From an optimization exercise on the open Yosys and OpenROAD flow, aimed at small area, a short achievable clock period and few clock cycles; shortcuts taken in it are not production practice.
In this exercise RTL edits were held to simulation tests only and were not proved equivalent to the original.
No activity file was given, so power comes from the tool's default toggle rates.

### design.v
`timescale 1ns/1ns
`default_nettype none
package wallace_mult_pkg;
  localparam int OPERAND_W   = 16;
  localparam int PRODUCT_W   = 32;
  localparam int NUM_PP_ROWS = 16;
  localparam int APB_ADDR_W = 8;
  localparam int APB_DATA_W = 32;
  localparam logic [APB_ADDR_W-1:0] ADDR_OPERAND_A = 8'h00;
  localparam logic [APB_ADDR_W-1:0] ADDR_OPERAND_B = 8'h04;
  localparam logic [APB_ADDR_W-1:0] ADDR_CTRL      = 8'h08;
  localparam logic [APB_ADDR_W-1:0] ADDR_STATUS    = 8'h0C;
  localparam logic [APB_ADDR_W-1:0] ADDR_PRODUCT   = 8'h10;
  localparam int STATUS_BUSY_BIT = 0;
  localparam int STATUS_DONE_BIT = 1;
  localparam int CTRL_START_BIT  = 0;
  typedef logic [PRODUCT_W-1:0] row_t;
  typedef struct packed {
    logic [OPERAND_W-1:0] a;
    logic [OPERAND_W-1:0] b;
  } operand_t;
  typedef struct packed {
    row_t sum_row;
    row_t carry_row;
  } csa_pair_t;
  typedef struct packed {
    logic                  psel;
    logic                  penable;
    logic                  pwrite;
    logic [APB_ADDR_W-1:0] paddr;
    logic [APB_DATA_W-1:0] pwdata;
  } apb_req_t;
  typedef struct packed {
    logic [APB_DATA_W-1:0] prdata;
    logic                  pready;
    logic                  pslverr;
  } apb_rsp_t;
endpackage
`default_nettype wire
`timescale 1ns/1ns
`default_nettype none
module partial_products (
  input  wire wallace_mult_pkg::operand_t                                            op,
  output wire [wallace_mult_pkg::NUM_PP_ROWS-1:0][wallace_mult_pkg::PRODUCT_W-1:0] rows
);
  for (genvar i = 0; i < wallace_mult_pkg::NUM_PP_ROWS; i++) begin : g_row
    logic [wallace_mult_pkg::OPERAND_W-1:0] and_bits;
    wallace_mult_pkg::row_t                 wide_bits;
    assign and_bits  = op.a & {wallace_mult_pkg::OPERAND_W{op.b[i]}};
    assign wide_bits = wallace_mult_pkg::row_t'(and_bits);
    assign rows[i] = wide_bits << i;
  end
endmodule
`default_nettype wire
`timescale 1ns/1ns
`default_nettype none
module csa_layer #(
  parameter int ROWS_IN  = 3,
  parameter int ROWS_OUT = 2 * (ROWS_IN / 3) + (ROWS_IN % 3)
) (
  input  wire [ROWS_IN-1:0][wallace_mult_pkg::PRODUCT_W-1:0]  rows_in,
  output wire [ROWS_OUT-1:0][wallace_mult_pkg::PRODUCT_W-1:0] rows_out
);
  localparam int GROUPS   = ROWS_IN / 3;
  localparam int LEFTOVER = ROWS_IN % 3;
  for (genvar g = 0; g < GROUPS; g++) begin : g_fa
    wallace_mult_pkg::row_t x;
    wallace_mult_pkg::row_t y;
    wallace_mult_pkg::row_t z;
    wallace_mult_pkg::row_t maj;
    assign x   = rows_in[3*g];
    assign y   = rows_in[3*g+1];
    assign z   = rows_in[3*g+2];
    assign maj = (x & y) | (x & z) | (y & z);
    assign rows_out[2*g]   = x ^ y ^ z;
    assign rows_out[2*g+1] = maj << 1;
  end
  for (genvar r = 0; r < LEFTOVER; r++) begin : g_pass
    assign rows_out[2*GROUPS+r] = rows_in[3*GROUPS+r];
  end
endmodule
`default_nettype wire
`timescale 1ns/1ns
`default_nettype none
module wallace_tree (
  input  wire [wallace_mult_pkg::NUM_PP_ROWS-1:0][wallace_mult_pkg::PRODUCT_W-1:0] rows,
  output wallace_mult_pkg::csa_pair_t                                               cs
);
  localparam int LEVEL0 = wallace_mult_pkg::NUM_PP_ROWS;
  localparam int LEVEL1 = 11;
  localparam int LEVEL2 = 8;
  localparam int LEVEL3 = 6;
  localparam int LEVEL4 = 4;
  localparam int LEVEL5 = 3;
  localparam int LEVEL6 = 2;
  wire [LEVEL1-1:0][wallace_mult_pkg::PRODUCT_W-1:0] lvl1;
  wire [LEVEL2-1:0][wallace_mult_pkg::PRODUCT_W-1:0] lvl2;
  wire [LEVEL3-1:0][wallace_mult_pkg::PRODUCT_W-1:0] lvl3;
  wire [LEVEL4-1:0][wallace_mult_pkg::PRODUCT_W-1:0] lvl4;
  wire [LEVEL5-1:0][wallace_mult_pkg::PRODUCT_W-1:0] lvl5;
  wire [LEVEL6-1:0][wallace_mult_pkg::PRODUCT_W-1:0] lvl6;
  csa_layer #(.ROWS_IN(LEVEL0)) u_level1 (
    .rows_in  (rows),
    .rows_out (lvl1)
  );
  csa_layer #(.ROWS_IN(LEVEL1)) u_level2 (
    .rows_in  (lvl1),
    .rows_out (lvl2)
  );
  csa_layer #(.ROWS_IN(LEVEL2)) u_level3 (
    .rows_in  (lvl2),
    .rows_out (lvl3)
  );
  csa_layer #(.ROWS_IN(LEVEL3)) u_level4 (
    .rows_in  (lvl3),
    .rows_out (lvl4)
  );
  csa_layer #(.ROWS_IN(LEVEL4)) u_level5 (
    .rows_in  (lvl4),
    .rows_out (lvl5)
  );
  csa_layer #(.ROWS_IN(LEVEL5)) u_level6 (
    .rows_in  (lvl5),
    .rows_out (lvl6)
  );
  assign cs.sum_row   = lvl6[0];
  assign cs.carry_row = lvl6[1];
endmodule
`default_nettype wire
`timescale 1ns/1ns
`default_nettype none
module stage_reg #(
  parameter int WIDTH = 1
) (
  input  wire              clk,
  input  wire              rst_n,
  input  wire              in_valid,
  input  wire  [WIDTH-1:0] in_data,
  output logic             out_valid,
  output logic [WIDTH-1:0] out_data
);
  always_ff @(posedge clk) begin
    if (!rst_n) begin
      out_valid <= 1'b0;
      out_data  <= '0;
    end else begin
      out_valid <= in_valid;
      if (in_valid) begin
        out_data <= in_data;
      end
    end
  end
endmodule
`default_nettype wire
`timescale 1ns/1ns
`default_nettype none
module wallace_mult_core (
  input  wire                             clk,
  input  wire                             rst_n,
  input  wire                             op_valid,
  input  wire wallace_mult_pkg::operand_t op,
  output logic                            res_valid,
  output wallace_mult_pkg::row_t          product
);
  logic      s1_valid;
  wallace_mult_pkg::operand_t  s1_op;
  logic [wallace_mult_pkg::NUM_PP_ROWS-1:0][wallace_mult_pkg::PRODUCT_W-1:0] pp_rows;
  wallace_mult_pkg::csa_pair_t tree_cs;
  logic      s2_valid;
  wallace_mult_pkg::csa_pair_t s2_cs;
  wallace_mult_pkg::row_t      final_sum;
  stage_reg #(.WIDTH(2 * wallace_mult_pkg::OPERAND_W)) u_stage1 (
    .clk       (clk),
    .rst_n     (rst_n),
    .in_valid  (op_valid),
    .in_data   (op),
    .out_valid (s1_valid),
    .out_data  (s1_op)
  );
  partial_products u_pp (
    .op   (s1_op),
    .rows (pp_rows)
  );
  wallace_tree u_tree (
    .rows (pp_rows),
    .cs   (tree_cs)
  );
  stage_reg #(.WIDTH(2 * wallace_mult_pkg::PRODUCT_W)) u_stage2 (
    .clk       (clk),
    .rst_n     (rst_n),
    .in_valid  (s1_valid),
    .in_data   (tree_cs),
    .out_valid (s2_valid),
    .out_data  (s2_cs)
  );
  assign final_sum = s2_cs.sum_row + s2_cs.carry_row;
  stage_reg #(.WIDTH(wallace_mult_pkg::PRODUCT_W)) u_stage3 (
    .clk       (clk),
    .rst_n     (rst_n),
    .in_valid  (s2_valid),
    .in_data   (final_sum),
    .out_valid (res_valid),
    .out_data  (product)
  );
endmodule
`default_nettype wire
`timescale 1ns/1ns
`default_nettype none
module apb_mult_regs (
  input  wire                             clk,
  input  wire                             rst_n,
  input  wire wallace_mult_pkg::apb_req_t apb_req,
  output wallace_mult_pkg::apb_rsp_t      apb_rsp,
  output logic                            op_valid,
  output wallace_mult_pkg::operand_t      op,
  input  wire                             res_valid,
  input  wire wallace_mult_pkg::row_t     product
);
  logic                  access;
  logic                  stall;
  logic                  xfer;
  logic                  wr_xfer;
  logic                  start;
  logic                  mapped;
  logic [wallace_mult_pkg::APB_DATA_W-1:0] rd_data;
  logic                  busy;
  logic                  done;
  wallace_mult_pkg::row_t                  product_q;
  assign access = apb_req.psel & apb_req.penable;
  assign stall = access & ~apb_req.pwrite & (apb_req.paddr == wallace_mult_pkg::ADDR_PRODUCT) & busy;
  assign xfer    = access & ~stall;
  assign wr_xfer = xfer & apb_req.pwrite;
  assign start = wr_xfer & (apb_req.paddr == wallace_mult_pkg::ADDR_CTRL) &
                 apb_req.pwdata[wallace_mult_pkg::CTRL_START_BIT] & ~busy;
  always_comb begin
    mapped  = 1'b1;
    rd_data = '0;
    case (apb_req.paddr)
      wallace_mult_pkg::ADDR_OPERAND_A: rd_data = wallace_mult_pkg::APB_DATA_W'(op.a);
      wallace_mult_pkg::ADDR_OPERAND_B: rd_data = wallace_mult_pkg::APB_DATA_W'(op.b);
      wallace_mult_pkg::ADDR_CTRL:      rd_data = '0;
      wallace_mult_pkg::ADDR_STATUS: begin
        rd_data[wallace_mult_pkg::STATUS_BUSY_BIT] = busy;
        rd_data[wallace_mult_pkg::STATUS_DONE_BIT] = done;
      end
      wallace_mult_pkg::ADDR_PRODUCT:   rd_data = wallace_mult_pkg::APB_DATA_W'(product_q);
      default:        mapped  = 1'b0;
    endcase
  end
  always_comb begin
    apb_rsp.prdata  = apb_req.pwrite ? '0 : rd_data;
    apb_rsp.pready  = ~stall;
    apb_rsp.pslverr = access & ~mapped;
  end
  always_ff @(posedge clk) begin
    if (!rst_n) begin
      op        <= '0;
      op_valid  <= 1'b0;
      busy      <= 1'b0;
      done      <= 1'b0;
      product_q <= '0;
    end else begin
      op_valid <= start;
      if (wr_xfer && apb_req.paddr == wallace_mult_pkg::ADDR_OPERAND_A) begin
        op.a <= apb_req.pwdata[wallace_mult_pkg::OPERAND_W-1:0];
      end
      if (wr_xfer && apb_req.paddr == wallace_mult_pkg::ADDR_OPERAND_B) begin
        op.b <= apb_req.pwdata[wallace_mult_pkg::OPERAND_W-1:0];
      end
      if (start) begin
        busy <= 1'b1;
        done <= 1'b0;
      end else if (res_valid) begin
        busy      <= 1'b0;
        done      <= 1'b1;
        product_q <= product;
      end
    end
  end
endmodule
`default_nettype wire
`timescale 1ns/1ns
`default_nettype none
module wallace_mult_apb (
  input  wire        clk,
  input  wire        rst_n,
  input  wire        psel,
  input  wire        penable,
  input  wire        pwrite,
  input  wire [7:0]  paddr,
  input  wire [31:0] pwdata,
  output wire [31:0] prdata,
  output wire        pready,
  output wire        pslverr
);
  logic [15:0] op_a;
  logic [15:0] op_b;
  logic [17:0] op_a3;      
  logic [31:0] prod;       
  logic        ph1;        
  logic        ph2;        
  logic        ph3;        
  logic        acc_en;     
  logic        done;
  logic        a_ok;       
  logic        b_ok;       
  logic [1:0]  dig1;
  logic [1:0]  dig2;
  logic [1:0]  dig3;
  logic        we_a;       
  logic        we_b;       
  logic        rd_a;       
  logic        rd_b;       
  logic        sel_stat;
  logic        sel_prod;   
  logic        rd_prod;    
  logic        err_q;
  logic        start_setup;
  logic        pass0;
  logic        busy;
  logic        done_d;
  logic        a_ok_d;
  logic        b_ok_d;
  assign start_setup = psel & ~penable & pwrite &
                       (paddr == wallace_mult_pkg::ADDR_CTRL) &
                       pwdata[wallace_mult_pkg::CTRL_START_BIT];
  assign busy = ph2 | ph3;
  assign pass0 = start_setup & ~busy;
  assign done_d = rst_n & (ph3 | (done & ~ph1));
  assign a_ok_d = rst_n & (a_ok | we_a);
  assign b_ok_d = rst_n & (b_ok | we_b);
  logic [15:0] acc_in;
  logic [17:0] row [2];
  logic [19:0] csa_x;
  logic [19:0] csa_y;
  logic [19:0] csa_z;
  logic [19:0] csa_s;
  logic [19:0] csa_c;
  logic [19:0] mac;
  assign acc_in = {16{acc_en}} & prod[31:16];
  for (genvar j = 0; j < 2; j++) begin : g_row
    assign row[j] = ({18{dig1[j]}} & {2'b00, op_a}) |
                    ({18{dig2[j]}} & {1'b0, op_a, 1'b0}) |
                    ({18{dig3[j]}} & op_a3);
  end
  assign csa_x = 20'(acc_in);
  assign csa_y = 20'(row[0]);
  assign csa_z = 20'(row[1]) << 2;
  assign csa_s = csa_x ^ csa_y ^ csa_z;
  assign csa_c = ((csa_x & csa_y) | (csa_x & csa_z) | (csa_y & csa_z)) << 1;
  assign mac   = csa_s + csa_c;
  always_ff @(posedge clk) begin
    if (pass0 | ph1 | busy) begin
      prod <= {mac, prod[15:4]};
    end
  end
  logic [15:0] b_next;
  logic [3:0]  bits_next;
  assign b_next = we_b ? pwdata[15:0] : op_b;
  always_comb begin
    if (ph2)        bits_next = op_b[15:12];
    else if (ph1)   bits_next = op_b[11:8];
    else if (pass0) bits_next = op_b[7:4];
    else            bits_next = b_next[3:0];
  end
  always_ff @(posedge clk) begin
    for (int j = 0; j < 2; j++) begin
      dig1[j] <= a_ok_d & b_ok_d & (bits_next[2*j+1 -: 2] == 2'd1);
      dig2[j] <= a_ok_d & b_ok_d & (bits_next[2*j+1 -: 2] == 2'd2);
      dig3[j] <= a_ok_d & b_ok_d & (bits_next[2*j+1 -: 2] == 2'd3);
    end
  end
  always_ff @(posedge clk) begin
    ph1  <= rst_n & pass0;
    ph2  <= rst_n & ph1;
    ph3  <= rst_n & ph2;
    acc_en <= rst_n & (pass0 | ph1 | ph2);
    done <= done_d;
    a_ok <= a_ok_d;
    b_ok <= b_ok_d;
  end
  always_ff @(posedge clk) begin
    we_a     <= psel & ~penable & pwrite & (paddr == wallace_mult_pkg::ADDR_OPERAND_A);
    we_b     <= psel & ~penable & pwrite & (paddr == wallace_mult_pkg::ADDR_OPERAND_B);
    rd_a     <= (paddr == wallace_mult_pkg::ADDR_OPERAND_A) & a_ok_d;
    rd_b     <= (paddr == wallace_mult_pkg::ADDR_OPERAND_B) & b_ok_d;
    sel_stat <= (paddr == wallace_mult_pkg::ADDR_STATUS);
    sel_prod <= (paddr == wallace_mult_pkg::ADDR_PRODUCT) & done_d;
    rd_prod  <= (paddr == wallace_mult_pkg::ADDR_PRODUCT) & ~pwrite;
    err_q    <= ~((paddr == wallace_mult_pkg::ADDR_OPERAND_A) |
                  (paddr == wallace_mult_pkg::ADDR_OPERAND_B) |
                  (paddr == wallace_mult_pkg::ADDR_CTRL) |
                  (paddr == wallace_mult_pkg::ADDR_STATUS) |
                  (paddr == wallace_mult_pkg::ADDR_PRODUCT));
  end
  always_ff @(posedge clk) begin
    if (we_a) begin
      op_a  <= pwdata[15:0];
      op_a3 <= 18'(pwdata[15:0]) + 18'({pwdata[15:0], 1'b0});
    end
    if (we_b) op_b <= pwdata[15:0];
  end
  logic [31:0] rd_data;
  always_comb begin
    rd_data = {32{sel_prod}} & prod;
    rd_data[15:0] = rd_data[15:0] | ({16{rd_a}} & op_a) | ({16{rd_b}} & op_b);
    rd_data[wallace_mult_pkg::STATUS_BUSY_BIT] =
      rd_data[wallace_mult_pkg::STATUS_BUSY_BIT] | (sel_stat & busy);
    rd_data[wallace_mult_pkg::STATUS_DONE_BIT] =
      rd_data[wallace_mult_pkg::STATUS_DONE_BIT] | (sel_stat & done);
  end
  assign prdata  = rd_data;
  assign pready  = ~(rd_prod & ph3);
  assign pslverr = err_q;
endmodule
`default_nettype wire
### config.mk
export PLATFORM = sky130hd
export DESIGN_NAME = wallace_mult_apb
export DESIGN_NICKNAME = wallace_mult_apb
export VERILOG_FILES = /design/flow/design.v
export SDC_FILE = /design/flow/constraint.sdc
export NUM_CORES = 4
export LEC_CHECK = 0
export CAP_MARGIN = 20
export CELL_PAD_IN_SITES_DETAIL_PLACEMENT = 1
export CELL_PAD_IN_SITES_GLOBAL_PLACEMENT = 2
export CORE_MARGIN = 2
export CORE_UTILIZATION = 55
export SETUP_SLACK_MARGIN = 1.5
export SLEW_MARGIN = 20
### standard.sh
#!/bin/bash
# synth_recipe.tcl (not shown) runs the flow's synth.tcl, then flattens the netlist and writes it again
# the make line also repeats each setting of config.mk as NAME=value (left out here)
make -C /OpenROAD-flow-scripts/flow DESIGN_CONFIG=/design/flow/config.mk WORK_HOME=/design/flow/orfs CLKGATE_MAP_FILE= SYNTH_SCRIPT=/design/flow/synth_recipe.tcl "${@:-finish}"
### constraint.sdc
create_clock -name core_clock -period 5.0 [get_ports {clk}]
set_input_delay 1.0000 -clock core_clock [delete_from_list [all_inputs] [get_ports {clk}]]
set_output_delay 1.0000 -clock core_clock [all_outputs]
set_load 0.01 [all_outputs]
### flow/run.sh
#!/bin/bash
# The standard layout, with plain buffers (buf_1) instead of the default
# delay cells as the buffers on the input and output ports.
set -e
export BUFFER_PORTS_ARGS="-buffer_cell sky130_fd_sc_hd__buf_1"
bash standard.sh > standard.log 2>&1
==> results.tsv, run 1 <==
stage	metric	value	unit
placed_design	placed cells	707	
clock_network	level count of the clock H-tree	3	
route	via/cell ratio	6.33	
layout	layout cells sized above 1	0.104	
placed_design	quantity of I/O buffers inserted on ports	62	
critical_path	type of the worst setup path	reg2reg	
critical_path	Data required, critical path	5140	ps
timing	max-slew violation total from the final report	0	
layout	diodes inserted	0	
timing	setup repair after global routing missed its margin	no	
yosys	most common cell in the synthesized netlist	sky130_fd_sc_hd__edfxtp_1	
clock_network	CTS root buffer	sky130_fd_sc_hd__clkbuf_8	
placed_design	dpl ws	1210	ps
layout	count of nets after finishing	692	
timing	minimum hold slack	464	ps
yosys	dominant synthesized flop cell	sky130_fd_sc_hd__edfxtp_1	
timing	period utilisation layout	0.686	
floorplanning	effective utilization at floorplan	0.572	
placed_design	final weighted congestion of routability-driven global placement	0.821	
power_and_ir_drop	power share of the sequential group	0.590	
clock_network	# hold bufs at CTS	0	
global_route	largest net degree at the start of global routing	36	
clock_network	worst-skew pair later-pin latency	370	ps
clock_network	CTS Buffer Depth	2	
critical_path	endpoint type of the worst setup path	flip-flop	
yosys	average cell area after synthesis	11.4	sq um
route	average wire per cell in the routed design	22.0	um
yosys	fraction of synthesized cell area taken by the top area cell type	0.388	
critical_path	delay contributed by the slowest stage of the critical path	460	ps
layout	count of placed standard cells in the final layout, fillers left out	733	
timing	setup slack of the critical path after layout	1570	ps
critical_path	cell-by-cell listing of the critical path	buf_4 -> a222oi_1 -> inv_1 -> ha_1 -> ha_2 -> fa_2 -> a211o_1 -> a21oi_2 -> o21ai_2 -> buf_4 -> a31o_1 -> a21oi_2 -> xnor2_1	
yosys	Synth Instances	524	
yosys	Post-synth EDFFs	77	
critical_path	highest-delay cell along the critical path	sky130_fd_sc_hd__edfxtp_1	
timing	Fmax achieved	292	MHz
timing	clock tree skew after final layout	14.5	ps
yosys	Area contributors post-synth	sky130_fd_sc_hd__edfxtp_1 (39%), sky130_fd_sc_hd__dfxtp_1 (8.4%), sky130_fd_sc_hd__ha_1 (8.2%), sky130_fd_sc_hd__a222oi_1 (7.6%), sky130_fd_sc_hd__fa_1 (5.4%)	
global_route	total congestion overflow after global routing	0	
yosys	Post-Syn Nets	624	
route	antenna-violating nets left	0	
timing	slew at the pin closest to its max-slew limit	858	ps
floorplanning	row count	37	
critical_path	startpoint types	flip-flop	
timing	final setup violation count	0	
floorplanning	height of the chip	108	um
global_route	via count of the first global-routing pass	4842	
timing	hold violation count in the final report	0	
route	number of detailed-routing iterations run before antenna repair	10	
clock_network	TritonCTS clock tree	done	
route	DRC violation total after the first TritonRoute iteration	578	
global_route	global-route usage over all layers	0.288	
floorplanning	io pins	79	
clock_network	total clock buffers created by CTS	9	
layout	synthesis-to-layout area growth	12.2	%
yosys	library cells used by synthesis	55	
critical_path	critical-path maximum fanout	4	
floorplanning	total die area	11700	sq um
layout	# fillers	1112	
yosys	FF+latch count, synth	102	
timing	total negative slack for setup checks	0	ps
clock_network	CTS clock-pin slew for the worst setup and hold paths	100	ps
route	wire length after detailed routing	16200	um
power_and_ir_drop	Lkg Pwr	2.98	nW
power_and_ir_drop	worst-case vdd ir drop	0.156	mV
route	DR DRC count	0	
run	Max Cap Violations	0	
power_and_ir_drop	internal power summed over all cells	1.19	mW
yosys	number of warnings printed during yosys synthesis	2	
yosys	fraction of the yosys area taken by sequential cells	0.472	
hold_path	path category of the worst min-delay check	reg2reg	
power_and_ir_drop	clock power share	0.336	
yosys	post-synthesis cell area	5950	sq um
placed_design	post-DP HPWL	11700	um
power_and_ir_drop	sw power	0.347	mW
power_and_ir_drop	combinational group share of total power	0.074	
power_and_ir_drop	total power per unit cell area	231	nW/um^2
timing	min Tclk post-route	3430	ps
timing	max_slew headroom	0.427	
power_and_ir_drop	net switching fraction of the power	0.225	
floorplanning	horizontal die dimension	108	um
clock_network	Clock Sinks	102	
run_status	result of the run	finished clean	
global_route	first-pass GRT wire length	25400	um
yosys	most common library cells after synthesis	sky130_fd_sc_hd__edfxtp_1 (77), sky130_fd_sc_hd__inv_1 (59), sky130_fd_sc_hd__a222oi_1 (45), sky130_fd_sc_hd__ha_1 (39), sky130_fd_sc_hd__and2_1 (35)	
floorplanning	core outline area	10400	sq um
yosys	cell type with the largest total area after synthesis	sky130_fd_sc_hd__edfxtp_1	
route	via count	4637	
critical_path	endpoint arrival time on the critical path	3570	ps
global_route	initial antenna violation count	0	
yosys	share of flip-flops with an asynchronous set or reset	0	
## layout make-up
type	instances	area, sq um	share of cell area
tap	136	170	0.0255
clock inverter	3	15.0	0.00225
multi-input combinational	344	2930	0.439
clock buffer	13	181	0.0272
timing repair buffer	75	330	0.0495
sequential	102	2830	0.423
inverter	60	225	0.0337
## cell families (layout without fill, tap and decap cells)
logic type | Yosys count | count (layout) | share of synthesized area
AOI/OAI and AO/OA | 136 | 136 | 0.175
and+or+nand+nor | 119 | 119 | 0.113
DFF | 102 | 102 | 0.472
buffers and inverters | 78 | 151 | 0.0506
adders and majority gates | 55 | 55 | 0.136
xor gates and xnor gates | 25 | 25 | 0.0368
muxes | 9 | 9 | 0.0160
## critical path: cells and delay by family (launching register included)
family	cells	cell delay, ps
buf+inv	3	420
xor+xnor	1	70
compound gates	6	1350
fa+ha+maj	3	880
flops	1	460
## state kept, by name, indices dropped and copies added, names as in the netlist, 2 cells and up
register / flops
dig2: 2
op_a3: 18
dig1: 2
dig3: 2
prod: 32
op_b: 16
op_a: 15
## cell usage in the layout (no fill, tap or decap), types with 3 or more instances in the layout
master / netlist / final
sky130_fd_sc_hd__o21ai_2: 1 / 5
sky130_fd_sc_hd__ha_1: 39 / 36
sky130_fd_sc_hd__or3_1: 4 / 4
sky130_fd_sc_hd__mux2i_1: 5 / 5
sky130_fd_sc_hd__mux2_2: 4 / 4
sky130_fd_sc_hd__nand2b_1: 5 / 5
sky130_fd_sc_hd__a21o_1: 12 / 12
sky130_fd_sc_hd__xnor2_1: 18 / 18
sky130_fd_sc_hd__buf_4: 0 / 13
sky130_fd_sc_hd__nand3_1: 5 / 5
sky130_fd_sc_hd__and3_1: 5 / 5
sky130_fd_sc_hd__nor3b_1: 5 / 5
sky130_fd_sc_hd__nand2_1: 15 / 15
sky130_fd_sc_hd__inv_1: 59 / 59
sky130_fd_sc_hd__a31oi_1: 3 / 3
sky130_fd_sc_hd__edfxtp_1: 77 / 77
sky130_fd_sc_hd__xor2_1: 7 / 7
sky130_fd_sc_hd__fa_1: 16 / 15
sky130_fd_sc_hd__nand3b_1: 3 / 3
sky130_fd_sc_hd__o21a_1: 9 / 9
sky130_fd_sc_hd__buf_1: 1 / 62
sky130_fd_sc_hd__clkbuf_8: 0 / 11
sky130_fd_sc_hd__nor2_1: 18 / 18
sky130_fd_sc_hd__clkinv_2: 0 / 3
sky130_fd_sc_hd__nor2b_1: 4 / 4
sky130_fd_sc_hd__dfxtp_1: 25 / 18
sky130_fd_sc_hd__a211oi_1: 4 / 3
sky130_fd_sc_hd__a21oi_1: 25 / 22
sky130_fd_sc_hd__nor3_1: 10 / 8
sky130_fd_sc_hd__o21ai_1: 16 / 12
sky130_fd_sc_hd__dfxtp_2: 0 / 5
sky130_fd_sc_hd__and2_1: 35 / 35
sky130_fd_sc_hd__a222oi_1: 45 / 45
## power groups by stage
stage | Sequential (mW) | Combinational [mW] | Clock, mW
final | 0.910 | 0.114 | 0.518
after global routing | 0.910 | 0.128 | 0.549
after CTS | 0.911 | 0.115 | 0.524
after detailed placement | 0.930 | 0.115 | 0
after global placement | 0.930 | 0.107 | 0
after floorplan | 0.930 | 0.0728 | 0
## repair_timing
action                                  in CTS  in global routing
endpoints found under the setup margin       7                  9
buffers inserted                             0                 10
resized for setup                            6                 22
pin swaps                                    2                 16
## routing by layer
| layer | share of wire | wire length (um) | track usage | vias up |
|---|---|---|---|---|
| li1 | - | - | - | 2112 |
| met1 | 0.40 | 6480 | 0.365 | 2284 |
| met2 | 0.51 | 8220 | 0.492 | 209 |
| met3 | 0.063 | 1010 | 0.0567 | 32 |
| met4 | 0.027 | 441 | 0.101 | 0 |
| met5 | 0 | 0 | 0 | - |
## final timing paths
path / startpoint / endpoint / slack (ps) / cells after the start
max: op_a[1]$_DFFE_PP_ / prod[25]$_DFFE_PP_ / 1570 / 13
min: prod[7]$_DFFE_PP_ / prod[3]$_DFFE_PP_ / 460 / 0
max reg2reg: op_a[1]$_DFFE_PP_ / prod[25]$_DFFE_PP_ / 1570 / 13
min reg2reg: prod[7]$_DFFE_PP_ / prod[3]$_DFFE_PP_ / 460 / 0
## through the flow
step / utilization / instance area, sq um / total power, mW
final: 0.641 / 6680 / 1.54
after global routing: 0.641 / 6680 / 1.59
after CTS: 0.625 / 6520 / 1.55
after detailed placement: 0.605 / 6300 / 1.05
after global placement: 0.605 / 6300 / 1.04
after floorplan: - / 5950 / 1.00
Testbench counts, summed over its fixed seeds: cycles 21,608.
==> run 2: changes to the inputs <==
--- a/design.v
+++ b/design.v
@@ -396,4 +396,8 @@
   always_ff @(posedge clk) begin
-    if (we_a) begin
+    if (!rst_n) begin
+      op_a  <= '0;
+    end else if (we_a) begin
       op_a  <= pwdata[15:0];
+    end
+    if (we_a) begin
       op_a3 <= 18'(pwdata[15:0]) + 18'({pwdata[15:0], 1'b0});
==> flow/run.sh (replaced) <==
#!/bin/bash
# The standard layout, with two changes:
#  - plain buffers (buf_1) instead of the default delay cells as the buffers
#    on the input and output ports;
#  - clock tree synthesis without dummy loads on the clock tree's leaves.
set -e
export BUFFER_PORTS_ARGS="-buffer_cell sky130_fd_sc_hd__buf_1"
export CTS_ARGS="-sink_clustering_enable -repair_clock_nets -buf_list sky130_fd_sc_hd__clkbuf_8 -dont_use_dummy_load"
bash standard.sh > standard.log 2>&1
--- a/config.mk
+++ b/config.mk
@@ -7,8 +7,8 @@
 export LEC_CHECK = 0
+export ABC_AREA = 1
 export CAP_MARGIN = 20
-export CELL_PAD_IN_SITES_DETAIL_PLACEMENT = 1
-export CELL_PAD_IN_SITES_GLOBAL_PLACEMENT = 2
 export CORE_MARGIN = 2
 export CORE_UTILIZATION = 55
-export SETUP_SLACK_MARGIN = 1.5
+export CTS_BUF_LIST = sky130_fd_sc_hd__clkbuf_8
+export SETUP_SLACK_MARGIN = 2.0
 export SLEW_MARGIN = 20
==> run 2 against run 1 <==
Effect of this change: clock skew grew 18 ps; wire length grew 10%; design area grew 7.9%.
==> results.tsv, run 2 <==
stage	metric	value	unit	change
route	DR DRC count	0		unchanged
power_and_ir_drop	Lkg Pwr	3.53	nW	was 2.98 nW
critical_path	category of cells accounting for the largest share of critical-path delay	adder cells		was compound AO/OA/AOI/OAI gates
timing	max-slew violation total from the final report	0		unchanged
timing	Fmax achieved	355	MHz	was 292 MHz
yosys	average cell area after synthesis	7.70	sq um	was 11.4 sq um
yosys	fraction of synthesized cell area taken by the top area cell type	0.279		was 0.388
layout	layout cells sized above 1	0.0401		was 0.104
yosys	post-synthesis cell area	6680	sq um	was 5950 sq um
placed_design	area of placed instances	7030	sq um	was 6300 sq um
layout	post-layout util	0.605		was 0.641
yosys	Post-synth EDFFs	62		was 77
clock_network	Clock Sinks	103		was 102
yosys	most common cell in the synthesized netlist	sky130_fd_sc_hd__nand2_1		was sky130_fd_sc_hd__edfxtp_1
clock_network	CTS clock-pin slew for the worst setup and hold paths	110	ps	was 100 ps
yosys	library cells used by synthesis	40		was 55
power_and_ir_drop	total power per unit cell area	201	nW/um^2	was 231 nW/um^2
critical_path	worst reg2reg setup slack	2180	ps	was 1570 ps
placed_design	final weighted congestion of routability-driven global placement	0.956		was 0.821
critical_path	worst reg2reg endpoint	prod[27]$_DFFE_PP_		was prod[25]$_DFFE_PP_
critical_path	Data required, critical path	5100	ps	was 5140 ps
layout	diodes inserted	0		unchanged
placed_design	quantity of I/O buffers inserted on ports	62		unchanged
critical_path	logic depth of the worst path, buffers included	11		was 13
layout	synthesis-to-layout area growth	7.87	%	was 12.2%
route	average wire per cell in the routed design	16.7	um	was 22.0 um
critical_path	worst-case reg-to-reg path depth	11		was 13
critical_path	endpoint type of the worst setup path	flip-flop		unchanged
yosys	dominant synthesized flop cell	sky130_fd_sc_hd__edfxtp_1		unchanged
layout	Most flops, register	prod		unchanged
floorplanning	effective utilization at floorplan	0.561		was 0.572
power_and_ir_drop	worst-case vdd ir drop	0.150	mV	was 0.156 mV
yosys	share of flip-flops with an asynchronous set or reset	0		unchanged
timing	minimum hold slack	445	ps	was 464 ps
timing	hold violation count in the final report	0		unchanged
route	via count	5931		was 4637
global_route	largest net degree at the start of global routing	39		was 36
timing	period utilisation layout	0.564		was 0.686
clock_network	CTS Buffer Depth	2		unchanged
timing	final setup violation count	0		unchanged
timing	total negative slack for setup checks	0	ps	unchanged
route	wire length after detailed routing	17800	um	was 16200 um
critical_path	endpoint arrival time on the critical path	2920	ps	was 3570 ps
critical_path	highest-delay cell along the critical path	sky130_fd_sc_hd__fa_1		was sky130_fd_sc_hd__edfxtp_1
critical_path	startpoint types	flip-flop		unchanged
route	DRC violation total after the first TritonRoute iteration	473		was 578
clock_network	level count of the clock H-tree	3		unchanged
floorplanning	height of the chip	114	um	was 108 um
global_route	via count of the first global-routing pass	5686		was 4842
global_route	global-route usage over all layers	0.283		was 0.288
floorplanning	core outline area	11900	sq um	was 10400 sq um
critical_path	critical-path maximum fanout	14		was 4
layout	number of flip-flops in the largest register	32		unchanged
timing	slew at the pin closest to its max-slew limit	810	ps	was 858 ps
route	via/cell ratio	5.54		was 6.33
critical_path	Setup crit end	prod[27]$_DFFE_PP_		was prod[25]$_DFFE_PP_
yosys	Synth Instances	867		was 524
timing	setup repair after global routing missed its margin	yes		was no
critical_path	worst path buffer plus inverter count	1		was 3
run_status	result of the run	finished clean		unchanged
timing	min Tclk post-route	2820	ps	was 3430 ps
clock_network	total clock buffers created by CTS	9		unchanged
placed_design	post-DP HPWL	14300	um	was 11700 um
timing	clock tree skew after final layout	32.9	ps	was 14.5 ps
yosys	FF+latch count, synth	103		was 102
yosys	fraction of the yosys area taken by sequential cells	0.402		was 0.472
global_route	initial antenna violation count	0		unchanged
clock_network	# hold bufs at CTS	0		unchanged
clock_network	CTS root buffer	sky130_fd_sc_hd__clkbuf_8		unchanged
floorplanning	row count	40		was 37
critical_path	worst setup path startpoint	dig2[0]$_DFF_P_		was op_a[1]$_DFFE_PP_
yosys	number of warnings printed during yosys synthesis	2		unchanged
clock_network	worst-skew pair later-pin latency	370	ps	about the same
route	number of detailed-routing iterations run before antenna repair	7		was 10
floorplanning	horizontal die dimension	114	um	was 108 um
layout	leading cell types in the layout, fill and taps excluded	sky130_fd_sc_hd__nand2_1 (268), sky130_fd_sc_hd__inv_1 (111), sky130_fd_sc_hd__nand3_1 (77), sky130_fd_sc_hd__nor2_1 (66)		was sky130_fd_sc_hd__edfxtp_1 (77), sky130_fd_sc_hd__buf_1 (62), sky130_fd_sc_hd__inv_1 (59), sky130_fd_sc_hd__a222oi_1 (45), sky130_fd_sc_hd__ha_1 (36)
layout	registers with the most flip-flops	prod (32), op_a3 (18)		was prod (32), op_a3 (18), op_b (16)
critical_path	cell-by-cell listing of the critical path	inv_1 -> o211ai_1 -> fa_1 -> fa_1 -> nand3_1 -> nand2_1 -> nand3_1 -> nand2_1 -> nand3_1 -> nand2_1 -> xor2_1		was buf_4 -> a222oi_1 -> inv_1 -> ha_1 -> ha_2 -> fa_2 -> a211o_1 -> a21oi_2 -> o21ai_2 -> buf_4 -> a31o_1 -> a21oi_2 -> xnor2_1
critical_path	delay contributed by the slowest stage of the critical path	500	ps	was 460 ps
hold_path	hold path depth	0		unchanged
layout	leading cell type in the layout, fill and taps excluded	sky130_fd_sc_hd__nand2_1		was sky130_fd_sc_hd__edfxtp_1
yosys	cell type with the largest total area after synthesis	sky130_fd_sc_hd__edfxtp_1		unchanged
critical_path	type of the worst setup path	reg2reg		unchanged
yosys	Post-Syn Nets	967		was 624
floorplanning	total die area	13000	sq um	was 11700 sq um
run	Max Cap Violations	0		unchanged
layout	count of nets after finishing	1025		was 692
yosys	Area contributors post-synth	sky130_fd_sc_hd__edfxtp_1 (28%), sky130_fd_sc_hd__nand2_1 (15%), sky130_fd_sc_hd__dfxtp_1 (12%), sky130_fd_sc_hd__ha_1 (7.3%), sky130_fd_sc_hd__inv_1 (6.2%)		was sky130_fd_sc_hd__edfxtp_1 (39%), sky130_fd_sc_hd__dfxtp_1 (8.4%), sky130_fd_sc_hd__ha_1 (8.2%), sky130_fd_sc_hd__a222oi_1 (7.6%), sky130_fd_sc_hd__fa_1 (5.4%)
yosys	most common library cells after synthesis	sky130_fd_sc_hd__nand2_1 (268), sky130_fd_sc_hd__inv_1 (111), sky130_fd_sc_hd__nand3_1 (77), sky130_fd_sc_hd__nor2_1 (66), sky130_fd_sc_hd__edfxtp_1 (62)		was sky130_fd_sc_hd__edfxtp_1 (77), sky130_fd_sc_hd__inv_1 (59), sky130_fd_sc_hd__a222oi_1 (45), sky130_fd_sc_hd__ha_1 (39), sky130_fd_sc_hd__and2_1 (35)
route	antenna-violating nets left	0		unchanged
layout	post-route cell area	7210	sq um	was 6680 sq um
power_and_ir_drop	total power	1.45	mW	was 1.54 mW
hold_path	path category of the worst min-delay check	reg2reg		unchanged
clock_network	TritonCTS clock tree	done		unchanged
global_route	total congestion overflow after global routing	0		unchanged
timing	max_slew headroom	0.460		was 0.427
floorplanning	io pins	79		unchanged
global_route	first-pass GRT wire length	28400	um	was 25400 um
critical_path	start of the worst register-to-register path	dig2[0]$_DFF_P_		was op_a[1]$_DFFE_PP_
==> run 2: cell types whose count changed after synthesis, sizes merged, moves of 20 or more <==
cell,previous run,this run
nand2,15,269
nor2,18,72
o21ai,18,38
a222oi,45,0
nand3,5,78
inv,59,113
and2,35,4
a21oi,25,47
==> run 2: cells by family after synthesis <==
group                      after synthesis  synth area share
and+or+nand+nor                        437             0.274
buffers and inverters                  134            0.0755
AOI/OAI and AO/OA                      115            0.0974
DFF                                    103             0.402
adders and majority gates               55             0.121
xor gates and xnor gates                23            0.0302
==> run 2: through the flow <==
stage               setup slack [ps]  cells
floorplan                       2300    867
global placement                1920   1057
detailed placement              1870   1057
CTS                             2000   1066
global route                    1970   1070
finish                          2180   1070
==> run 2: metal layers <==
layer  GRT usage  wire (um)
met1       0.369       7780
met2       0.462       8320
met3      0.0371        938
met4       0.152        789
met5           0          0
==> run 2: worst min-delay path by stage <==
stage / from / endpoint / slack, ps
after detailed placement: prod[4]$_DFFE_PP_ / prod[0]$_DFFE_PP_ / 440
after global placement: prod[4]$_DFFE_PP_ / prod[0]$_DFFE_PP_ / 430
after CTS: prod[4]$_DFFE_PP_ / prod[0]$_DFFE_PP_ / 450
after global routing: prod[4]$_DFFE_PP_ / prod[0]$_DFFE_PP_ / 460
final: prod[4]$_DFFE_PP_ / prod[0]$_DFFE_PP_ / 450
after floorplan: prod[14]$_DFFE_PP_ / prod[10]$_DFFE_PP_ / 430
==> run 2: final cells by class <==
class	count	area, sq um
inverters	113	424
fillers	1131	4710
repair buffers	68	278
well taps	147	184
clock buffers	9	124
multi-input cells	630	3490
flip-flops and latches	103	2700
==> run 2: power by group <==
| group | internal (mW) | switching, mW |
|---|---|---|
| registers | 0.898 | 0.000971 |
| clock network | 0.162 | 0.260 |
| logic | 0.0450 | 0.0844 |
| total | 1.11 | 0.345 |
==> run 2: what timing repair did <==
item,4_1_cts,5_1_grt
gates cloned,0,0
endpoints found under the setup margin,5,13
gates resized for setup,3,8
endpoints found under the hold margin,0,0
buffers inserted,0,4
Testbench counts of run 2, summed over its fixed seeds: cycles 21,608.
==> run 3: changes to the inputs <==
==> flow/run.sh (replaced) <==
#!/bin/bash
# The standard layout, with two changes:
#  - plain buffers (buf_2) instead of the default delay cells as the buffers
#    on the input and output ports;
#  - clock tree synthesis without dummy loads on the clock tree's leaves.
set -e
export BUFFER_PORTS_ARGS="-buffer_cell sky130_fd_sc_hd__buf_2"
export CTS_ARGS="-sink_clustering_enable -repair_clock_nets -buf_list sky130_fd_sc_hd__clkbuf_8 -dont_use_dummy_load"
bash standard.sh > standard.log 2>&1
--- a/config.mk
+++ b/config.mk
@@ -10,3 +10,3 @@
 export CORE_MARGIN = 2
-export CORE_UTILIZATION = 55
+export CORE_UTILIZATION = 45
 export CTS_BUF_LIST = sky130_fd_sc_hd__clkbuf_8
==> run 3 against run 2 <==
Effect of this change: hold slack gained 12 ps; sequential share of layout area shrank 0.60 points; combinational power barely moved; clock power down 2%; global-route usage down 5.4 points; synthesized cell count unchanged; sequential cell count unchanged; count of clock-buffer cells in the layout unchanged; non-clock buffer count is 2 lower; sequential power about the same.
==> results.tsv, run 3 <==
stage	metric	value	unit	change
run_status	result of the run	finished clean		unchanged
clock_network	level count of the clock H-tree	3		unchanged
critical_path	highest-delay cell along the critical path	sky130_fd_sc_hd__fa_1		unchanged
yosys	Area contributors post-synth	sky130_fd_sc_hd__edfxtp_1 (28%), sky130_fd_sc_hd__nand2_1 (15%), sky130_fd_sc_hd__dfxtp_1 (12%), sky130_fd_sc_hd__ha_1 (7.3%), sky130_fd_sc_hd__inv_1 (6.2%)		unchanged
yosys	FF+latch count, synth	103		unchanged
layout	# fillers	1515		was 1131
timing	final setup violation count	0		unchanged
floorplanning	total die area	15800	sq um	was 13000 sq um
route	routed length on met3	847	um	was 938 um
timing	period utilisation layout	0.559		was 0.564
clock_network	TritonCTS clock tree	done		unchanged
yosys	most common library cells after synthesis	sky130_fd_sc_hd__nand2_1 (268), sky130_fd_sc_hd__inv_1 (111), sky130_fd_sc_hd__nand3_1 (77), sky130_fd_sc_hd__nor2_1 (66), sky130_fd_sc_hd__edfxtp_1 (62)		unchanged
yosys	dominant synthesized flop cell	sky130_fd_sc_hd__edfxtp_1		unchanged
critical_path	worst setup path startpoint	op_a[1]$_SDFFE_PN0P_		was dig2[0]$_DFF_P_
layout	Most flops, register	prod		unchanged
critical_path	type of the worst setup path	reg2reg		unchanged
yosys	share of flip-flops with an asynchronous set or reset	0		unchanged
floorplanning	horizontal die dimension	126	um	was 114 um
timing	setup repair after global routing missed its margin	no		was yes
placed_design	quantity of I/O buffers inserted on ports	62		unchanged
yosys	average cell area after synthesis	7.70	sq um	unchanged
critical_path	startpoint types	flip-flop		unchanged
global_route	total congestion overflow after global routing	0		unchanged
critical_path	cell-by-cell listing of the critical path	inv_1 -> o211ai_1 -> fa_1 -> fa_1 -> nand3_1 -> nand2_1 -> nand3_1 -> nand2_1 -> nand3_1 -> nand2_1 -> xor2_1		unchanged
placed_design	post-DP HPWL	14300	um	about the same
yosys	Post-synth EDFFs	62		unchanged
power_and_ir_drop	total power	1.45	mW	about the same
critical_path	endpoint type of the worst setup path	flip-flop		unchanged
layout	count of placed standard cells in the final layout, fillers left out	1105		was 1070
route	number of detailed-routing iterations run before antenna repair	5		was 7
critical_path	worst reg2reg endpoint	prod[27]$_DFFE_PP_		unchanged
power_and_ir_drop	worst-case vdd ir drop	0.213	mV	was 0.150 mV
yosys	library cells used by synthesis	40		unchanged
route	via count	5749		was 5931
global_route	via count of the first global-routing pass	5362		was 5686
floorplanning	effective utilization at floorplan	0.460		was 0.561
layout	leading cell type in the layout, fill and taps excluded	sky130_fd_sc_hd__nand2_1		unchanged
yosys	fraction of the yosys area taken by sequential cells	0.402		unchanged
floorplanning	height of the chip	126	um	was 114 um
clock_network	CTS clock-pin slew for the worst setup and hold paths	100	ps	was 110 ps
clock_network	CTS root buffer	sky130_fd_sc_hd__clkbuf_8		unchanged
timing	total negative slack for setup checks	0	ps	unchanged
clock_network	Clock Sinks	103		unchanged
timing	min Tclk post-route	2790	ps	was 2820 ps
layout	post-layout util	0.504		was 0.605
layout	registers with the most flip-flops	prod (32), op_a3 (18)		unchanged
critical_path	start of the worst register-to-register path	op_a[1]$_SDFFE_PN0P_		was dig2[0]$_DFF_P_
timing	hold violation count in the final report	0		unchanged
layout	count of nets after finishing	1023		was 1025
global_route	initial antenna violation count	0		unchanged
route	average wire per cell in the routed design	16.0	um	was 16.7 um
yosys	cell type with the largest total area after synthesis	sky130_fd_sc_hd__edfxtp_1		unchanged
yosys	most common cell in the synthesized netlist	sky130_fd_sc_hd__nand2_1		unchanged
run	Max Cap Violations	0		unchanged
yosys	Synth Instances	867		unchanged
power_and_ir_drop	Lkg Pwr	3.73	nW	was 3.53 nW
floorplanning	io pins	79		unchanged
clock_network	CTS Buffer Depth	2		unchanged
layout	number of flip-flops in the largest register	32		unchanged
yosys	number of warnings printed during yosys synthesis	2		unchanged
layout	diodes inserted	0		unchanged
layout	leading cell types in the layout, fill and taps excluded	sky130_fd_sc_hd__nand2_1 (268), sky130_fd_sc_hd__inv_1 (111), sky130_fd_sc_hd__nand3_1 (77), sky130_fd_sc_hd__nor2_1 (66)		unchanged
layout	synthesis-to-layout area growth	9.72	%	was 7.87%
layout	layout cells sized above 1	0.109		was 0.0401
yosys	fraction of synthesized cell area taken by the top area cell type	0.279		unchanged
route	DR DRC count	0		unchanged
global_route	first-pass GRT wire length	28300	um	was 28400 um
critical_path	Data required, critical path	5100	ps	about the same
layout	multi-input logic area	3510	sq um	was 3490 sq um
power_and_ir_drop	total power per unit cell area	197	nW/um^2	was 201 nW/um^2
placed_design	placed cells	1094		was 1057
route	DRC violation total after the first TritonRoute iteration	470		was 473
global_route	global-route usage over all layers	0.229		was 0.283
timing	Fmax achieved	358	MHz	was 355 MHz
route	wire length after detailed routing	17700	um	was 17800 um
critical_path	critical-path maximum fanout	4		was 14
critical_path	delay contributed by the slowest stage of the critical path	500	ps	about the same
clock_network	total clock buffers created by CTS	9		unchanged
yosys	Post-Syn Nets	967		unchanged
clock_network	worst-skew pair later-pin latency	390	ps	was 370 ps
critical_path	endpoint arrival time on the critical path	2900	ps	was 2920 ps
timing	slew at the pin closest to its max-slew limit	705	ps	was 810 ps
route	wire length on met2	7780	um	was 8320 um
timing	clock tree skew after final layout	40.7	ps	was 32.9 ps
floorplanning	row count	44		was 40
route	total routed wire length on the met1 layer	8700	um	was 7780 um
timing	max_slew headroom	0.529		was 0.460
clock_network	# hold bufs at CTS	0		unchanged
hold_path	path category of the worst min-delay check	reg2reg		unchanged
critical_path	worst-case reg-to-reg path depth	11		unchanged
critical_path	Setup crit end	prod[27]$_DFFE_PP_		unchanged
route	antenna-violating nets left	0		unchanged
global_route	largest net degree at the start of global routing	39		unchanged
floorplanning	core outline area	14500	sq um	was 11900 sq um
critical_path	worst reg2reg setup slack	2210	ps	was 2180 ps
route	via/cell ratio	5.20		was 5.54
timing	max-slew violation total from the final report	0		unchanged
placed_design	final weighted congestion of routability-driven global placement	0.941		was 0.956
route	Highest Signal Layer	met4		unchanged
layout	sequential cell area in the final layout	2710	sq um	was 2700 sq um
yosys	post-synthesis cell area	6680	sq um	unchanged
==> run 3: cell counts after synthesis <==
No cell type changed its count.
==> run 3: power by group <==
group / switching (mW) / internal [mW]
combinational: 0.0842 / 0.0479
clock: 0.253 / 0.162
sequential: 0.00117 / 0.898
==> run 3: what timing repair did <==
action / in CTS / in global routing
setup buffers: 0 / 2
endpoints found under the hold margin: 0 / 0
endpoints found under the setup margin: 13 / 13
pin swaps: 0 / 0
resized for setup: 5 / 11
==> run 3: worst min path at each step <==
stage | slack, ps | to | cells past startpoint | startpoint
after floorplan | 430 | prod[10]$_DFFE_PP_ | 0 | prod[14]$_DFFE_PP_
final | 460 | prod[7]$_DFFE_PP_ | 0 | prod[11]$_DFFE_PP_
after global placement | 430 | prod[1]$_DFFE_PP_ | 0 | prod[5]$_DFFE_PP_
after CTS | 460 | prod[0]$_DFFE_PP_ | 0 | prod[4]$_DFFE_PP_
after global routing | 470 | prod[7]$_DFFE_PP_ | 0 | prod[11]$_DFFE_PP_
after detailed placement | 440 | prod[6]$_DFFE_PP_ | 0 | prod[10]$_DFFE_PP_
==> run 3: area by class of cell <==
class | count | share of cell area
multi-input cells | 630 | 0.478
flip-flops and latches | 103 | 0.369
inverters | 113 | 0.0579
repair buffers | 66 | 0.0464
well taps | 184 | 0.0314
clock buffers | 9 | 0.0169
==> run 3: kinds of logic after synthesis <==
logic type	synth area share
adder cells (fa/ha/maj)	0.121
XOR/XNOR	0.0302
AO/OA/AOI/OAI	0.0974
AND/OR/NAND/NOR	0.274
buffers and inverters	0.0755
flip-flops	0.402
==> run 3: per-stage QoR <==
step	worst slack, ps	hold slack [ps]	cell area (sq um)
after global placement	1930	430	7160
after detailed placement	1890	440	7160
after CTS	1970	456	7290
after floorplan	2300	426	6680
final	2210	457	7330
after global routing	2000	467	7330
==> run 3: worst max-delay path: cells and delay by family (launching register included) <==
family	cells	cell delay, ps
AO/OA/AOI/OAI	1	270
XOR/XNOR	1	150
adder cells (fa/ha/maj)	2	970
buffers and inverters	1	120
flip-flops	1	410
AND/OR/NAND/NOR	6	600
==> run 3: routing by layer <==
layer	global-route usage	vias up
met5	0	-
met1	0.339	2632
met3	0.0340	23
met2	0.348	155
li1	-	2939
met4	0.0718	0
==> run 4: changes to the inputs <==
--- a/config.mk
+++ b/config.mk
@@ -10,5 +10,5 @@
 export CORE_MARGIN = 2
-export CORE_UTILIZATION = 45
+export CORE_UTILIZATION = 55
 export CTS_BUF_LIST = sky130_fd_sc_hd__clkbuf_8
-export SETUP_SLACK_MARGIN = 2.0
+export SETUP_SLACK_MARGIN = 2.4
 export SLEW_MARGIN = 20
==> run 4 against run 3 <==
Effect of this change: still clean on timing, DRC and antenna; hold slack better by 2.9 ps; count of clock-buffer cells in the layout unchanged; die area down 18%; global-route usage up 5.8 points; non-clock buffer count up 19.
==> results.tsv, run 4 <==
stage	metric	value	unit	change
global_route	global-route usage over all layers	0.287		was 0.229
run	Max Cap Violations	0		unchanged
route	average wire per cell in the routed design	17.0	um	was 16.0 um
clock_network	total clock buffers created by CTS	9		unchanged
global_route	largest net degree at the start of global routing	39		unchanged
timing	total negative slack for setup checks	0	ps	unchanged
floorplanning	effective utilization at floorplan	0.561		was 0.460
power_and_ir_drop	total power per unit cell area	186	nW/um^2	was 197 nW/um^2
hold_path	path category of the worst min-delay check	reg2reg		unchanged
power_and_ir_drop	worst-case vdd ir drop	0.159	mV	was 0.213 mV
yosys	post-synthesis cell area	6680	sq um	unchanged
clock_network	TritonCTS clock tree	done		unchanged
yosys	number of warnings printed during yosys synthesis	2		unchanged
layout	Most flops, register	prod		unchanged
timing	clock tree skew after final layout	46.7	ps	was 40.7 ps
timing	hold violation count in the final report	0		unchanged
timing	setup repair after global routing missed its margin	yes		was no
timing	period utilisation layout	0.519		was 0.559
route	via/cell ratio	5.68		was 5.20
timing	min Tclk post-route	2590	ps	was 2790 ps
global_route	total congestion overflow after global routing	0		unchanged
critical_path	endpoint arrival time on the critical path	2710	ps	was 2900 ps
route	antenna-violating nets left	0		unchanged
floorplanning	io pins	79		unchanged
critical_path	endpoint type of the worst setup path	flip-flop		unchanged
clock_network	CTS root buffer	sky130_fd_sc_hd__clkbuf_8		unchanged
route	via count	6170		was 5749
floorplanning	row count	40		was 44
yosys	share of flip-flops with an asynchronous set or reset	0		unchanged
critical_path	critical-path maximum fanout	3		was 4
yosys	most common library cells after synthesis	sky130_fd_sc_hd__nand2_1 (268), sky130_fd_sc_hd__inv_1 (111), sky130_fd_sc_hd__nand3_1 (77), sky130_fd_sc_hd__nor2_1 (66), sky130_fd_sc_hd__edfxtp_1 (62)		unchanged
power_and_ir_drop	sw power	0.342	mW	was 0.338 mW
yosys	most common cell in the synthesized netlist	sky130_fd_sc_hd__nand2_1		unchanged
placed_design	quantity of I/O buffers inserted on ports	62		unchanged
power_and_ir_drop	Lkg Pwr	3.85	nW	was 3.73 nW
run_status	result of the run	finished clean		unchanged
yosys	Area contributors post-synth	sky130_fd_sc_hd__edfxtp_1 (28%), sky130_fd_sc_hd__nand2_1 (15%), sky130_fd_sc_hd__dfxtp_1 (12%), sky130_fd_sc_hd__ha_1 (7.3%), sky130_fd_sc_hd__inv_1 (6.2%)		unchanged
route	DRC violation total after the first TritonRoute iteration	540		was 470
clock_network	worst-skew pair later-pin latency	390	ps	about the same
route	wire length on met2	8870	um	was 7780 um
power_and_ir_drop	internal power summed over all cells	1.11	mW	about the same
yosys	Synth Instances	867		unchanged
timing	Fmax achieved	386	MHz	was 358 MHz
yosys	fraction of the yosys area taken by sequential cells	0.402		unchanged
yosys	Post-Syn Nets	967		unchanged
critical_path	cell-by-cell listing of the critical path	nand2_1 -> o211ai_1 -> ha_1 -> ha_1 -> fa_2 -> buf_4 -> nand3_1 -> nand3b_1 -> buf_4 -> xor2_1		was inv_1 -> o211ai_1 -> fa_1 -> fa_1 -> nand3_1 -> nand2_1 -> nand3_1 -> nand2_1 -> nand3_1 -> nand2_1 -> xor2_1
timing	max-slew violation total from the final report	0		unchanged
layout	synthesis-to-layout area growth	16.8	%	was 9.72%
critical_path	type of the worst setup path	reg2reg		unchanged
critical_path	delay contributed by the slowest stage of the critical path	480	ps	was 500 ps
clock_network	Clock Sinks	103		unchanged
layout	registers with the most flip-flops	prod (32), op_a3 (18)		unchanged
yosys	fraction of synthesized cell area taken by the top area cell type	0.279		unchanged
layout	count of nets after finishing	1042		was 1023
critical_path	worst path buffer plus inverter count	2		was 1
critical_path	highest-delay cell along the critical path	sky130_fd_sc_hd__edfxtp_1		was sky130_fd_sc_hd__fa_1
layout	diodes inserted	0		unchanged
timing	max_slew headroom	0.468		was 0.529
clock_network	CTS clock-pin slew for the worst setup and hold paths	90	ps	was 100 ps
global_route	initial antenna violation count	0		unchanged
global_route	first-pass GRT wire length	28700	um	was 28300 um
yosys	dominant synthesized flop cell	sky130_fd_sc_hd__edfxtp_1		unchanged
yosys	Post-synth EDFFs	62		unchanged
yosys	average cell area after synthesis	7.70	sq um	unchanged
route	wire length after detailed routing	18500	um	was 17700 um
layout	layout cells sized above 1	0.200		was 0.109
timing	final setup violation count	0		unchanged
critical_path	startpoint types	flip-flop		unchanged
layout	number of flip-flops in the largest register	32		unchanged
yosys	cell type with the largest total area after synthesis	sky130_fd_sc_hd__edfxtp_1		unchanged
power_and_ir_drop	net switching fraction of the power	0.236		was 0.234
route	total routed wire length on the met1 layer	7670	um	was 8700 um
layout	leading cell type in the layout, fill and taps excluded	sky130_fd_sc_hd__nand2_1		unchanged
placed_design	dpl ws	1930	ps	was 1890 ps
global_route	via count of the first global-routing pass	5688		was 5362
floorplanning	total die area	13000	sq um	was 15800 sq um
power_and_ir_drop	combinational group share of total power	0.091		about the same
floorplanning	height of the chip	114	um	was 126 um
floorplanning	horizontal die dimension	114	um	was 126 um
yosys	library cells used by synthesis	40		unchanged
route	number of detailed-routing iterations run before antenna repair	5		unchanged
critical_path	Data required, critical path	5110	ps	was 5100 ps
timing	slew at the pin closest to its max-slew limit	796	ps	was 705 ps
placed_design	final weighted congestion of routability-driven global placement	1.00		was 0.941
layout	leading cell types in the layout, fill and taps excluded	sky130_fd_sc_hd__nand2_1 (255), sky130_fd_sc_hd__inv_1 (108), sky130_fd_sc_hd__nand3_1 (70), sky130_fd_sc_hd__buf_2 (63), sky130_fd_sc_hd__edfxtp_1 (62)		was sky130_fd_sc_hd__nand2_1 (268), sky130_fd_sc_hd__inv_1 (111), sky130_fd_sc_hd__nand3_1 (77), sky130_fd_sc_hd__nor2_1 (66)
clock_network	level count of the clock H-tree	3		unchanged
route	Highest Signal Layer	met4		unchanged
placed_design	post-DP HPWL	14200	um	was 14300 um
power_and_ir_drop	clock power share	0.289		was 0.287
critical_path	worst reg2reg setup slack	2410	ps	was 2210 ps
clock_network	CTS Buffer Depth	2		unchanged
route	DR DRC count	0		unchanged
floorplanning	core outline area	11900	sq um	was 14500 sq um
yosys	FF+latch count, synth	103		unchanged
timing	setup slack of the critical path after layout	2410	ps	was 2210 ps
power_and_ir_drop	power share of the sequential group	0.619		was 0.622
critical_path	category of cells accounting for the largest share of critical-path delay	adder cells		unchanged
route	routed length on met3	1170	um	was 847 um
run 4: cell counts after synthesis:
No cell type changed its count.
run 4: kinds of logic after synthesis:
family                   after synthesis  share of synthesized area
AND/OR/NAND/NOR                      437                      0.274
buffers and inverters                134                     0.0755
AO/OA/AOI/OAI                        115                     0.0974
flip-flops                           103                      0.402
adder cells (fa/ha/maj)               55                      0.121
XOR/XNOR                              23                     0.0302
run 4: repair_timing:
action / in CTS / in global routing
hold buffers: 0 / 0
pin swaps: 4 / 23
gates resized for setup: 32 / 80
endpoints found under the hold margin: 0 / 0
setup buffers: 4 / 18
setup endpoints to repair: 48 / 21
run 4: tightest hold or removal path: cells and delay by family, from the launching register on:
| family | cells | cell delay [ps] |
|---|---|---|
| flip-flops | 1 | 310 |
| AO/OA/AOI/OAI | 1 | 60 |
| buffers and inverters | 1 | 40 |
run 4: cell type report:
class                      instances  area, sq um
fill                            1032         4110
sequential                       103         2730
clock buffer                       9          124
multi-input combinational        630         3840
tap                              147          184
timing repair buffer              85          493
inverter                         113          427
run 4: path summary, 6_finish.rpt:
path                              to  cells after the start                from
setup reg to reg  prod[23]$_DFFE_PP_                     10  op_a3[1]$_DFFE_PP_
hold / removal          a_ok$_DFF_P_                      2        a_ok$_DFF_P_
hold reg to reg         a_ok$_DFF_P_                      2        a_ok$_DFF_P_
setup / recovery  prod[23]$_DFFE_PP_                     10  op_a3[1]$_DFFE_PP_
run 4: power groups by stage:
stage / logic [mW] / clock network, mW / registers, mW
finish: 0.132 / 0.419 / 0.896
global route: 0.150 / 0.457 / 0.896
CTS: 0.131 / 0.427 / 0.897
detailed placement: 0.130 / 0 / 0.921
global placement: 0.127 / 0 / 0.921
floorplan: 0.0883 / 0 / 0.920
run 4: stage by stage:
| step | cell area, sq um | power, mW | cells | hold WS (ps) | util |
|---|---|---|---|---|---|
| after floorplan | 6690 | 1.01 | 867 | 426 | - |
| after global placement | 7100 | 1.05 | 1056 | 434 | 0.596 |
| after detailed placement | 7100 | 1.05 | 1056 | 442 | 0.596 |
| after CTS | 7340 | 1.46 | 1069 | 458 | 0.616 |
| after global routing | 7800 | 1.50 | 1087 | 474 | 0.655 |
| final | 7800 | 1.45 | 1087 | 460 | 0.655 |
run 4: metal layers:
| metal | track usage | vias to the layer above |
|---|---|---|
| met3 | 0.0492 | 48 |
| met5 | 0 | - |
| met2 | 0.483 | 287 |
| met4 | 0.130 | 0 |
| met1 | 0.364 | 2866 |
| li1 | - | 2969 |
==> run 5: changes to the inputs <==
--- a/config.mk
+++ b/config.mk
@@ -12,3 +12,3 @@
 export CTS_BUF_LIST = sky130_fd_sc_hd__clkbuf_8
-export SETUP_SLACK_MARGIN = 2.4
+export SETUP_SLACK_MARGIN = 2.3
 export SLEW_MARGIN = 20
==> run 5 against run 4 <==
Effect of this change: wire length is 2.0% lower; highest routed layer unchanged; first-iteration DRC count is 6.1% lower; utilization is 2.5 points lower; sequential cell count stayed put; critical endpoint is now prod[27]$_DFFE_PP_; global-route usage is 0.084 points lower; largest cell class unchanged; count of clock-buffer cells in the layout stayed put.
==> results.tsv, run 5 <==
stage	metric	value	unit	change
route	number of detailed-routing iterations run before antenna repair	5		unchanged
placed_design	post-DP HPWL	14300	um	was 14200 um
layout	synthesis-to-layout area growth	12.3	%	was 16.8%
route	DR DRC count	0		unchanged
layout	sequential cell area in the final layout	2720	sq um	was 2730 sq um
critical_path	start of the worst register-to-register path	dig3[1]$_DFF_P_		was op_a3[1]$_DFFE_PP_
yosys	Synth Instances	867		unchanged
layout	layout cells sized above 1	0.156		was 0.200
yosys	Area contributors post-synth	sky130_fd_sc_hd__edfxtp_1 (28%), sky130_fd_sc_hd__nand2_1 (15%), sky130_fd_sc_hd__dfxtp_1 (12%), sky130_fd_sc_hd__ha_1 (7.3%), sky130_fd_sc_hd__inv_1 (6.2%)		unchanged
power_and_ir_drop	worst-case vdd ir drop	0.208	mV	was 0.159 mV
critical_path	worst path buffer plus inverter count	1		was 2
placed_design	final weighted congestion of routability-driven global placement	0.974		was 1.00
critical_path	worst-case reg-to-reg path depth	11		was 10
run	Max Cap Violations	0		unchanged
timing	clock tree skew after final layout	47.6	ps	was 46.7 ps
layout	leading cell types in the layout, fill and taps excluded	sky130_fd_sc_hd__nand2_1 (262), sky130_fd_sc_hd__inv_1 (111), sky130_fd_sc_hd__nand3_1 (73), sky130_fd_sc_hd__buf_2 (62), sky130_fd_sc_hd__edfxtp_1 (62)		was sky130_fd_sc_hd__nand2_1 (255), sky130_fd_sc_hd__inv_1 (108), sky130_fd_sc_hd__nand3_1 (70), sky130_fd_sc_hd__buf_2 (63), sky130_fd_sc_hd__edfxtp_1 (62)
layout	multi-input logic area	3650	sq um	was 3840 sq um
power_and_ir_drop	combinational group share of total power	0.092		was 0.091
layout	Most flops, register	prod		unchanged
timing	max-slew violation total from the final report	0		unchanged
layout	registers with the most flip-flops	prod (32), op_a3 (18)		unchanged
power_and_ir_drop	clock power share	0.289		about the same
timing	period utilisation layout	0.525		was 0.519
critical_path	startpoint types	flip-flop		unchanged
route	via count	5988		was 6170
yosys	most common library cells after synthesis	sky130_fd_sc_hd__nand2_1 (268), sky130_fd_sc_hd__inv_1 (111), sky130_fd_sc_hd__nand3_1 (77), sky130_fd_sc_hd__nor2_1 (66), sky130_fd_sc_hd__edfxtp_1 (62)		unchanged
critical_path	highest-delay cell along the critical path	sky130_fd_sc_hd__dfxtp_4		was sky130_fd_sc_hd__edfxtp_1
critical_path	logic depth of the worst path, buffers included	11		was 10
critical_path	worst setup path startpoint	dig3[1]$_DFF_P_		was op_a3[1]$_DFFE_PP_
timing	hold violation count in the final report	0		unchanged
placed_design	area of placed instances	7110	sq um	was 7100 sq um
floorplanning	total die area	13000	sq um	unchanged
critical_path	Data required, critical path	5120	ps	was 5110 ps
critical_path	endpoint type of the worst setup path	flip-flop		unchanged
global_route	total congestion overflow after global routing	0		unchanged
layout	post-route cell area	7500	sq um	was 7800 sq um
critical_path	worst reg2reg endpoint	prod[27]$_DFFE_PP_		was prod[23]$_DFFE_PP_
run_status	result of the run	finished clean		unchanged
global_route	initial antenna violation count	0		unchanged
yosys	post-synthesis cell area	6680	sq um	unchanged
floorplanning	height of the chip	114	um	unchanged
critical_path	worst reg2reg setup slack	2370	ps	was 2410 ps
floorplanning	row count	40		unchanged
critical_path	Setup crit end	prod[27]$_DFFE_PP_		was prod[23]$_DFFE_PP_
global_route	global-route usage over all layers	0.286		was 0.287
clock_network	Clock Sinks	103		unchanged
yosys	Post-Syn Nets	967		unchanged
clock_network	level count of the clock H-tree	3		unchanged
yosys	Post-synth EDFFs	62		unchanged
yosys	fraction of synthesized cell area taken by the top area cell type	0.279		unchanged
power_and_ir_drop	internal power summed over all cells	1.11	mW	about the same
yosys	cell type with the largest total area after synthesis	sky130_fd_sc_hd__edfxtp_1		unchanged
power_and_ir_drop	sw power	0.344	mW	was 0.342 mW
route	wire length after detailed routing	18200	um	was 18500 um
clock_network	worst-skew pair later-pin latency	390	ps	about the same
timing	min Tclk post-route	2630	ps	was 2590 ps
route	average wire per cell in the routed design	16.9	um	was 17.0 um
layout	count of nets after finishing	1028		was 1042
clock_network	CTS Buffer Depth	2		unchanged
yosys	share of flip-flops with an asynchronous set or reset	0		unchanged
floorplanning	core outline area	11900	sq um	unchanged
power_and_ir_drop	net switching fraction of the power	0.237		was 0.236
global_route	largest net degree at the start of global routing	39		unchanged
yosys	number of warnings printed during yosys synthesis	2		unchanged
yosys	average cell area after synthesis	7.70	sq um	unchanged
floorplanning	horizontal die dimension	114	um	unchanged
timing	final setup violation count	0		unchanged
layout	# fillers	1088		was 1032
placed_design	dpl ws	1940	ps	was 1930 ps
critical_path	cell-by-cell listing of the critical path	buf_4 -> nand2_1 -> nand3_1 -> fa_1 -> ha_1 -> nand2_1 -> a21oi_1 -> or2_1 -> a21oi_1 -> nand2_1 -> xor2_1		was nand2_1 -> o211ai_1 -> ha_1 -> ha_1 -> fa_2 -> buf_4 -> nand3_1 -> nand3b_1 -> buf_4 -> xor2_1
critical_path	category of cells accounting for the largest share of critical-path delay	adder cells		unchanged
run 5: logic make-up (layout without fill, tap and decap cells):
family	Yosys count	after routing	share of synthesized area
simple gates	437	437	0.274
buf+inv	134	193	0.0755
compound gates	115	115	0.0974
flops	103	103	0.402
fa+ha+maj	55	55	0.121
xor+xnor	23	23	0.0302
run 5: layout make-up:
| class | count | share of cell area |
|---|---|---|
| Tap cell | 147 | 0.0245 |
| Clock buffer | 9 | 0.0165 |
| Timing Repair Buffer | 71 | 0.0537 |
| Sequential cell | 103 | 0.362 |
| Inverter | 113 | 0.0565 |
| Multi-Input combinational cell | 630 | 0.486 |
run 5: through the flow:
stage | power (mW) | cells | hold WS, ps
CTS | 1.46 | 1070 | 461
global placement | 1.05 | 1057 | 430
floorplan | 1.01 | 867 | 426
detailed placement | 1.05 | 1057 | 445
global route | 1.50 | 1073 | 477
finish | 1.45 | 1073 | 466
run 5: how the worst min path moves through the flow:
stage                               to                from  depth (start not counted)  slack, ps
finish                    a_ok$_DFF_P_        a_ok$_DFF_P_                          2        470
global route         prod[0]$_DFFE_PP_   prod[4]$_DFFE_PP_                          0        480
CTS                       a_ok$_DFF_P_        a_ok$_DFF_P_                          2        460
detailed placement        a_ok$_DFF_P_        a_ok$_DFF_P_                          2        440
global placement     prod[0]$_DFFE_PP_   prod[4]$_DFFE_PP_                          0        430
floorplan           prod[10]$_DFFE_PP_  prod[14]$_DFFE_PP_                          0        430
run 5: repair_timing:
| item | 4_1_cts | 5_1_grt |
|---|---|---|
| pin swaps | 2 | 3 |
| hold buffers | 0 | 0 |
| resized for setup | 16 | 44 |
| setup endpoints to repair | 47 | 11 |
| setup buffers | 4 | 3 |
| gates cloned | 0 | 0 |
run 5: power by group through the flow:
stage / clock network, mW / registers (mW) / logic (mW)
2_1_floorplan: 0 / 0.920 / 0.0883
3_3_place_gp: 0 / 0.921 / 0.129
3_5_place_dp: 0 / 0.921 / 0.133
4_1_cts: 0.425 / 0.898 / 0.134
5_1_grt: 0.450 / 0.898 / 0.151
6_report: 0.420 / 0.897 / 0.134
run 5: worst min-delay path, stage by stage, from the launching register on:
cell,delay [ps]
sky130_fd_sc_hd__dfxtp_1,310
sky130_fd_sc_hd__inv_1,40
sky130_fd_sc_hd__a21oi_1,70
run 5: metal layers:
layer | vias up | global-route usage | wire, um
met5 | - | 0 | 0
met4 | 0 | 0.120 | 685
met3 | 53 | 0.0445 | 836
met2 | 219 | 0.479 | 8590
met1 | 2781 | 0.372 | 8040
li1 | 2935 | - | -

Setup slack of run 5, layout unchanged: 2.374 ns with ideal ports, 2.374 ns with driving cells assumed (clock clkbuf_16, inputs buf_2), 2.025 ns with port delays also shifted by the 0.407 ns mid clock arrival.
